From an optimization exercise on the open Yosys and OpenROAD flow, aimed at small area and a short achievable clock period; shortcuts taken in it are not production practice.
Function was checked by simulation only, so behaviour that the tests miss may differ from the original.
Power and IR drop assume default switching activity.

==> flow/design.v <==
`default_nettype none
package mc_dec_pkg;
    localparam logic MC_RD = 1'b0;
    localparam logic MC_WR = 1'b1;
    localparam int MC_ADDR_W = 32;
    localparam int MC_DATA_W = 256;
    typedef struct packed {
        logic                 rdwr;
        logic [MC_ADDR_W-1:0] addr;
        logic [MC_DATA_W-1:0] wr_data;
    } mc_req_t;
    function automatic int mc_bank_idx(input logic [63:0] addr, input int lsb, input int bank_w);
        logic [63:0] mask;
        mask = (64'd1 << bank_w) - 64'd1;
        mc_bank_idx = (addr >> lsb) & mask;
    endfunction
endpackage
`default_nettype wire
`default_nettype none
module mc_sync_fifo
#(
    parameter int WIDTH = 289,
    parameter int DEPTH = 8
) (
    input  logic                   clk,
    input  logic [DEPTH-1:0]       wsel,
    input  logic [DEPTH-1:0]       rsel,
    input  logic [WIDTH-1:0]       wdata,
    output logic [WIDTH-1:0]       rdata
);
    logic [WIDTH-1:0] mem_q [DEPTH];
    always_ff @(posedge clk) begin
        for (int i = 0; i < DEPTH; i++)
            if (wsel[i]) mem_q[i] <= wdata;
    end
    always_comb begin
        rdata = '0;
        for (int i = 0; i < DEPTH; i++)
            rdata = rdata | (mem_q[i] & {WIDTH{rsel[i]}});
    end
endmodule
`default_nettype wire
`default_nettype none
module mc_bank_dispatch
#(
    parameter int NUM_BANKS  = 32,
    parameter int ADDR_W     = 32,
    parameter int DATA_W     = 256,
    parameter int FIFO_DEPTH = 8,
    parameter int BANK_LSB   = 5
) (
    input  logic                          clk,
    input  logic                          reset,
    input  logic                          sys__mc__dram_req,
    input  logic                          sys__mc__dram_rdwr,
    input  logic [ADDR_W-1:0]             sys__mc__dram_addr,
    input  logic [DATA_W-1:0]             sys__mc__dram_wr_data,
    output logic                          mc__sys__dram_busy,
    output logic                          input_fifo_empty,
    output logic [$clog2(FIFO_DEPTH):0]   input_fifo_count,
    output logic [NUM_BANKS-1:0]          dec__bnc__valid,
    output logic                          dec__bnc__rdwr,
    output logic [ADDR_W-1:0]             dec__bnc__addr,
    output logic [DATA_W-1:0]             dec__bnc__wr_data,
    input  logic [NUM_BANKS-1:0]          bnc__dec__ready
    ,
    output logic [15:0]                   stat__drop_cnt,
    output logic [31:0]                   stat__rd_cnt,
    output logic [31:0]                   stat__wr_cnt
);
    localparam int c_bank_w = $clog2(NUM_BANKS);
    localparam int c_req_w  = 1 + ADDR_W + DATA_W;
    localparam int c_cnt_w  = $clog2(FIFO_DEPTH) + 1;
    logic [c_req_w-1:0]    w_push_req, w_head_req;
    logic                  w_push, w_pop, w_xfer, w_load, w_hit;
    logic [c_bank_w-1:0]   w_head_bank;
    logic [FIFO_DEPTH-1:0] wr_oh_q, rd_oh_q;
    logic [c_cnt_w-1:0]    count_q, count_d;
    logic                  full_q, empty_q;
    logic [FIFO_DEPTH-1:0] wen_q, wr_oh_d;
    logic                  nempty_q;
    logic                  out_valid_q;
    logic [NUM_BANKS-1:0]  sel_q;
    logic [NUM_BANKS-1:0]  selx_q;
    logic [c_req_w-1:0]    out_req_q;
    assign w_push_req = {sys__mc__dram_rdwr, sys__mc__dram_addr, sys__mc__dram_wr_data};
    assign w_push     = sys__mc__dram_req && !full_q;
    assign w_hit      = |(selx_q & bnc__dec__ready);
    assign w_xfer     = out_valid_q && w_hit;
    assign w_load     = !out_valid_q || w_hit;
    assign w_pop      = w_load && nempty_q;
    mc_sync_fifo #(
        .WIDTH (c_req_w),
        .DEPTH (FIFO_DEPTH)
    ) u_fifo (
        .clk   (clk),
        .wsel  (wen_q),
        .rsel  (rd_oh_q),
        .wdata (w_push_req),
        .rdata (w_head_req)
    );
    assign w_head_bank = w_head_req[DATA_W + BANK_LSB +: c_bank_w];
    assign wr_oh_d = w_push ? {wr_oh_q[FIFO_DEPTH-2:0], wr_oh_q[FIFO_DEPTH-1]} : wr_oh_q;
    logic w_inc, w_dec, full_d, nempty_d;
    logic [c_cnt_w-1:0] count_up, count_dn;
    assign w_inc    = w_push && !w_pop;
    assign w_dec    = w_pop && !w_push;
    assign count_up = count_q + c_cnt_w'(1);
    assign count_dn = count_q - c_cnt_w'(1);
    assign count_d  = w_inc ? count_up : (w_dec ? count_dn : count_q);
    assign full_d   = w_inc ? (count_q == c_cnt_w'(FIFO_DEPTH - 1)) : (full_q && !w_dec);
    assign nempty_d = w_inc || (nempty_q && !(w_dec && count_q == c_cnt_w'(1)));
    always_ff @(posedge clk or negedge reset) begin
        if (!reset) begin
            wr_oh_q     <= {{(FIFO_DEPTH-1){1'b0}}, 1'b1};
            rd_oh_q     <= {{(FIFO_DEPTH-1){1'b0}}, 1'b1};
            count_q     <= '0;
            full_q      <= 1'b0;
            empty_q     <= 1'b1;
            wen_q       <= {{(FIFO_DEPTH-1){1'b0}}, 1'b1};
            nempty_q    <= 1'b0;
            out_valid_q <= 1'b0;
            sel_q       <= '0;
        end else begin
            wr_oh_q <= wr_oh_d;
            if (w_pop)  rd_oh_q <= {rd_oh_q[FIFO_DEPTH-2:0], rd_oh_q[FIFO_DEPTH-1]};
            count_q <= count_d;
            full_q   <= full_d;
            empty_q  <= !nempty_d;
            wen_q    <= wr_oh_d & {FIFO_DEPTH{!full_d}};
            nempty_q <= nempty_d;
            if (w_load) begin
                out_valid_q <= nempty_q;
                for (int b = 0; b < NUM_BANKS; b++)
                    sel_q[b] <= nempty_q && (w_head_bank == c_bank_w'(b));
            end
        end
    end
    always_ff @(posedge clk) begin
        if (w_load) begin
            out_req_q <= w_head_req;
            for (int b = 0; b < NUM_BANKS; b++)
                selx_q[b] <= nempty_q && (w_head_bank == c_bank_w'(b));
        end
    end
    assign mc__sys__dram_busy = full_q;
    assign input_fifo_empty   = empty_q;
    assign input_fifo_count   = count_q;
    assign dec__bnc__valid    = sel_q;
    assign dec__bnc__rdwr     = out_req_q[c_req_w-1];
    assign dec__bnc__addr     = out_req_q[DATA_W +: ADDR_W];
    assign dec__bnc__wr_data  = out_req_q[DATA_W-1:0];
    logic [15:0] drop_cnt_q;
    logic [31:0] rd_cnt_q;
    logic [31:0] wr_cnt_q;
    always_ff @(posedge clk or negedge reset) begin
        if (!reset) begin
            drop_cnt_q <= '0;
            rd_cnt_q   <= '0;
            wr_cnt_q   <= '0;
        end else begin
            if (sys__mc__dram_req && full_q && (drop_cnt_q != 16'hFFFF))
                drop_cnt_q <= drop_cnt_q + 16'd1;
            if (w_xfer && out_req_q[c_req_w-1] == mc_dec_pkg::MC_WR) wr_cnt_q <= wr_cnt_q + 32'd1;
            if (w_xfer && out_req_q[c_req_w-1] == mc_dec_pkg::MC_RD) rd_cnt_q <= rd_cnt_q + 32'd1;
        end
    end
    assign stat__drop_cnt = drop_cnt_q;
    assign stat__rd_cnt   = rd_cnt_q;
    assign stat__wr_cnt   = wr_cnt_q;
endmodule
`default_nettype wire
==> flow/flow/run.sh <==
#!/bin/bash
# Standard layout, with plain fast buffers (instead of the default delay
# cells) on every input and output port, and clock tree synthesis without
# dummy balancing loads.
set -euo pipefail
export BUFFER_PORTS_ARGS="-buffer_cell sky130_fd_sc_hd__buf_2"
export CTS_ARGS="-sink_clustering_enable -repair_clock_nets -sink_clustering_size 30 -sink_clustering_max_diameter 80 -dont_use_dummy_load"
bash standard.sh > standard_flow.log 2>&1
==> flow/standard.sh <==
#!/bin/bash
# synth_recipe.tcl (not shown) runs the flow's synth.tcl, then flattens the netlist and writes it again
# the make line also repeats each setting of config.mk as NAME=value (left out here)
make -C /OpenROAD-flow-scripts/flow DESIGN_CONFIG=/design/flow/config.mk WORK_HOME=/design/flow/orfs CLKGATE_MAP_FILE= SYNTH_SCRIPT=/design/flow/synth_recipe.tcl "${@:-finish}"
==> flow/config.mk <==
export PLATFORM = sky130hd
export DESIGN_NAME = mc_bank_dispatch
export DESIGN_NICKNAME = mc_bank_dispatch
export VERILOG_FILES = /design/flow/design.v
export SDC_FILE = /design/flow/constraint.sdc
export NUM_CORES = 4
export LEC_CHECK = 0
export CAP_MARGIN = 20
export CORE_AREA = 2.3 2.72 443.44 437.92
export CTS_CLUSTER_DIAMETER = 80
export CTS_CLUSTER_SIZE = 30
export DIE_AREA = 0 0 445.74 440.64
export SETUP_SLACK_MARGIN = 2.0
export SLEW_MARGIN = 20
export TNS_END_PERCENT = 10
==> flow/constraint.sdc <==
create_clock -name core_clock -period 4.0 [get_ports {clk}]
set_input_delay 0.8000 -clock core_clock [delete_from_list [all_inputs] [get_ports {clk}]]
set_output_delay 0.8000 -clock core_clock [all_outputs]
set_load 0.01 [all_outputs]
==> results.txt <==
-- registers in the layout (all words and copies together) (netlist names), 16 cells and up --
| name | count |
|---|---|
| selx_q | 32 |
| rd_cnt_q | 32 |
| drop_cnt_q | 16 |
| sel_q | 32 |
| out_req_q | 289 |
| u_fifo.mem_q | 2312 |
| wr_cnt_q | 32 |
-- metal layers --
| layer | part of all wire | GRT usage | up-vias |
|---|---|---|---|
| li1 | - | - | 22300 |
| met1 | 0.41 | 0.349 | 27600 |
| met2 | 0.49 | 0.419 | 2024 |
| met3 | 0.070 | 0.0442 | 425 |
| met4 | 0.028 | 0.0745 | 58 |
| met5 | 0.0014 | 0 | - |
-- cell usage in the layout (no fill, tap or decap), types with 4 or more instances in the layout --
cell type	count
sky130_fd_sc_hd__mux2_2	39
sky130_fd_sc_hd__buf_4	132
sky130_fd_sc_hd__nand4_1	316
sky130_fd_sc_hd__xnor2_1	18
sky130_fd_sc_hd__buf_6	32
sky130_fd_sc_hd__a22oi_1	1164
sky130_fd_sc_hd__nand2b_4	7
sky130_fd_sc_hd__buf_16	30
sky130_fd_sc_hd__diode_2	43
sky130_fd_sc_hd__buf_2	715
sky130_fd_sc_hd__buf_8	6
sky130_fd_sc_hd__nand2_1	37
sky130_fd_sc_hd__mux2_4	11
sky130_fd_sc_hd__and3_4	4
sky130_fd_sc_hd__nor4_1	18
sky130_fd_sc_hd__nand3_1	26
sky130_fd_sc_hd__nor2_1	43
sky130_fd_sc_hd__dfrtp_4	14
sky130_fd_sc_hd__xor2_1	63
sky130_fd_sc_hd__nor4_2	10
sky130_fd_sc_hd__buf_12	68
sky130_fd_sc_hd__edfxtp_1	2633
sky130_fd_sc_hd__dfrtp_1	116
sky130_fd_sc_hd__nor2b_1	10
sky130_fd_sc_hd__and3_1	10
sky130_fd_sc_hd__a22oi_2	4
sky130_fd_sc_hd__nor3_1	17
sky130_fd_sc_hd__and4_1	4
sky130_fd_sc_hd__inv_1	11
sky130_fd_sc_hd__dfrtp_2	10
sky130_fd_sc_hd__clkbuf_16	143
sky130_fd_sc_hd__and2_1	6
sky130_fd_sc_hd__nor2_4	7
sky130_fd_sc_hd__ha_1	6
-- repair_timing --
item                                     CTS  global route
buffers inserted                          82            33
pin swaps                                 22            10
endpoints found under the setup margin  1309          1270
resized for setup                         83            75
cloned                                    23            16
-- worst max-delay path: stages, from the launching register on --
cell and delay, ns:
sky130_fd_sc_hd__edfxtp_1 0.44, sky130_fd_sc_hd__a22oi_2 0.19, sky130_fd_sc_hd__nand4_1 0.19, sky130_fd_sc_hd__nor2_2 0.22, sky130_fd_sc_hd__nand4_4 0.21, sky130_fd_sc_hd__buf_4 0.24
sky130_fd_sc_hd__clkbuf_16 0.18, sky130_fd_sc_hd__buf_16 0.18, sky130_fd_sc_hd__buf_4 0.20
-- layout make-up --
class                      instances  area share
sequential                      2777       0.747
inverter                          12    0.000429
multi-input combinational       1867       0.125
tap                             2511      0.0284
antenna                           43    0.000971
clock buffer                     131      0.0296
timing repair buffer             998      0.0686
-- kinds of logic after synthesis --
family,after synthesis,share of synthesized area
XOR/XNOR,81,0.00729
AND/OR/NAND/NOR,548,0.0345
adder cells (fa/ha/maj),8,0.00103
flip-flops,2777,0.849
AO/OA/AOI/OAI,1177,0.0907
multiplexers,52,0.00600
buffers and inverters,287,0.0114
-- path summary, 6_finish.rpt --
| check | to | slack [ns] | cells after the start |
|---|---|---|---|
| setup / recovery | out_req_q[238] | 1.63 | 8 |
| hold / removal | sel_q[30] | 0.04 | 1 |
| setup reg to reg | out_req_q[238] | 1.63 | 8 |
| hold reg to reg | wr_cnt_q[31] | 0.47 | 1 |
| max in group asynchronous | wr_cnt_q[8] | 3.09 | 2 |
| min in group core_clock | u_fifo.mem_q[3][192] | 0.23 | 1 |
-- power by group --
part	internal (mW)	switching [mW]	total (mW)
combinational	1.19	1.97	3.16
clock	5.88	8.31	14.2
sequential	32.9	0.725	33.6
==> results by group <==
Detailed routing
  • Routed via count divided by cell count: about 6.3
  • Number of design rule violations left after detail routing: 0
  • Average wire per cell in the routed design: 30.9 microns
  • Total Routed Length: ~260 mm
  • Remaining antenna violation count: 0
  • Vias after detailed routing: around 52k
  • Length of the first detailed-routing pass in iterations: 5
  • 1st-iter DRT viols: between 5k and 6k

Placement
  • IO buf count: 730
  • Cell total after placement: 8011
  • Placed Instance Area: about 0.10 sq mm
  • Final Wtd Congestion: roughly 0.8
  • Pre-CTS setup slack: roughly 0.91 ns
  • DPL Wire Length: roughly 130 mm

Synthesis
  • Nets in the synthesized netlist: approximately 5.3k
  • Leading cell types by count after synthesis: sky130_fd_sc_hd__edfxtp_1, sky130_fd_sc_hd__a22oi_1, sky130_fd_sc_hd__nand4_1
  • Yosys warnings: 3
  • Instance count of the mapped netlist: just under 5k
  • Mean post-synth cell area: between 15 and 20 sq um
  • Cell type with the largest total area after synthesis: sky130_fd_sc_hd__edfxtp_1
  • Synth top area share: 0.812
  • Share of synthesized area occupied by flip-flops and latches: 0.849
  • Flip-flop and latch count after synthesis: approximately 2.8k
  • Cell with the most instances after synthesis: sky130_fd_sc_hd__edfxtp_1
  • Synthesized cell area: around 0.1 sq mm
  • EDFF count, synth: between 2k and 3k
  • Cells taking the most area after synthesis: sky130_fd_sc_hd__edfxtp_1, sky130_fd_sc_hd__a22oi_1, sky130_fd_sc_hd__dfrtp_1
  • Synth Flop Type: sky130_fd_sc_hd__edfxtp_1
  • Async S/R FF share, synth: 0.0519
  • Number of distinct library cells after synthesis: 54

Clock tree
  • Number of hold-repair buffers added at the cts stage: 0
  • TritonCTS buffer count: about 130
  • Clock Latency Late Sink: between 0.8 and 0.9 ns
  • Depth of the CTS H-tree: 4
  • CTS sink count: roughly 2.8k
  • CTS root buffer: sky130_fd_sc_hd__clkbuf_16
  • CTS clk-pin slew, worst paths: approximately 0.09 ns
  • TritonCTS clock tree: done
  • Number of buffers between clock root and the deepest sink: 3

Final layout
  • Area occupied by multi-input gates: about 0.014 sq mm
  • Non-Filler Cell Area, Final: about 0.11 sq mm
  • FF/Latch Area: roughly 0.083 sq mm
  • Area growth from synthesis to final layout: 13.8%
  • Number of fillers in the final layout: roughly 14k
  • Final cell count without fillers: roughly 8.3k
  • Layout cell share with drive strength beyond 1: 0.219
  • Post-Route Utilization: 0.577
  • Net total in the final layout: 6119

STA
  • Setup violations, final: 0
  • Number of hold violations in the final report: 0
  • Max Transition Viols Final: 0
  • Worst slew slack as a fraction of its limit: 0.230
  • Accumulated negative setup slack: 0 ns
  • Setup skew after layout: 0.0723 ns
  • Worst-case setup margin in the final layout: ~1.6 ns
  • RSZ-0062 raised after global routing: yes
  • Worst hold slack: ~0.043 ns
  • Highest clock rate: between 0.4 and 0.5 GHz
  • Final worst-path cycle share: 0.594
  • Minimum period implied by the final worst setup slack: between 2 and 2.5 ns
  • Worst-Margin Slew: 1.15 ns

Setup path
  • Crit path arrival time: slightly below 3 ns
  • Required time reported for the critical path endpoint: 4.52 ns
  • Setup CP Type: flop to flop
  • Critical path capture point type: flop
  • Element type at the critical path start: flop
  • Critical path fanouts, max: 5
  • Critical register-to-register path startpoint: selx_q[17]
  • Start point of the critical path: selx_q[17]

Global route
  • Number of global-route vias before repair: just over 50k
  • Pin count of the biggest net entering global routing: 124
  • Initial antenna violation count: 102
  • Total routing usage reported by global routing: 0.254
  • Wire length of the first global-routing pass: ~360 mm
  • Global route overflow: 0

Run
  • Count of max-cap constraint violations: 0

Power and ir drop
  • Worst-case vdd ir drop: just over 500 uV
  • Total power consumption of the routed design: just over 50 mW
  • Power density cells: approximately 460 mW/mm^2
  • Leakage power of the design: 36.3 nW

Floorplanning
  • Die boundary height: around 440 microns
  • Std-Cell Core Area: approximately 0.19 sq mm
  • Ports: roughly 730
  • Starting utilization of the core area: 0.507
  • Number of rows in the core area: between 150 and 200
  • Die Span X: between 400 and 500 microns
  • Die outline area: 0.196 sq mm

Outcome
  • Outcome: no timing/DRC/antenna violations

Min path
  • Worst hold path type: input port to asynchronous set/reset pin

separate check: timing with driven ports:
In the flow no input, the clock included, has a driving cell. The finished layout below was timed again as built, in two steps. Step 1 sets driving cells, clkbuf_16 on the clock port and buf_2 on the other inputs (assumed; they add their load-dependent delay and slew). Step 2, shift: input delay + t, output delay - t, t = (earliest + latest rising clock arrival at the registers) / 2. This alone moves slack from input paths to output paths. Three values: ideal, step 1, step 2; two values: the first two.
t (ns): 0.877
setup WS [ns]: 1.625 / 1.552 / 1.143
hold WS [ns]: 0.043 / -0.001 / 0.473
clock arrival spread, ns: 0.085 / 0.085
After both steps setup and hold are still met in this run. The setup slack of this run moves by -0.073 ns with the drivers and by -0.482 ns with both steps.
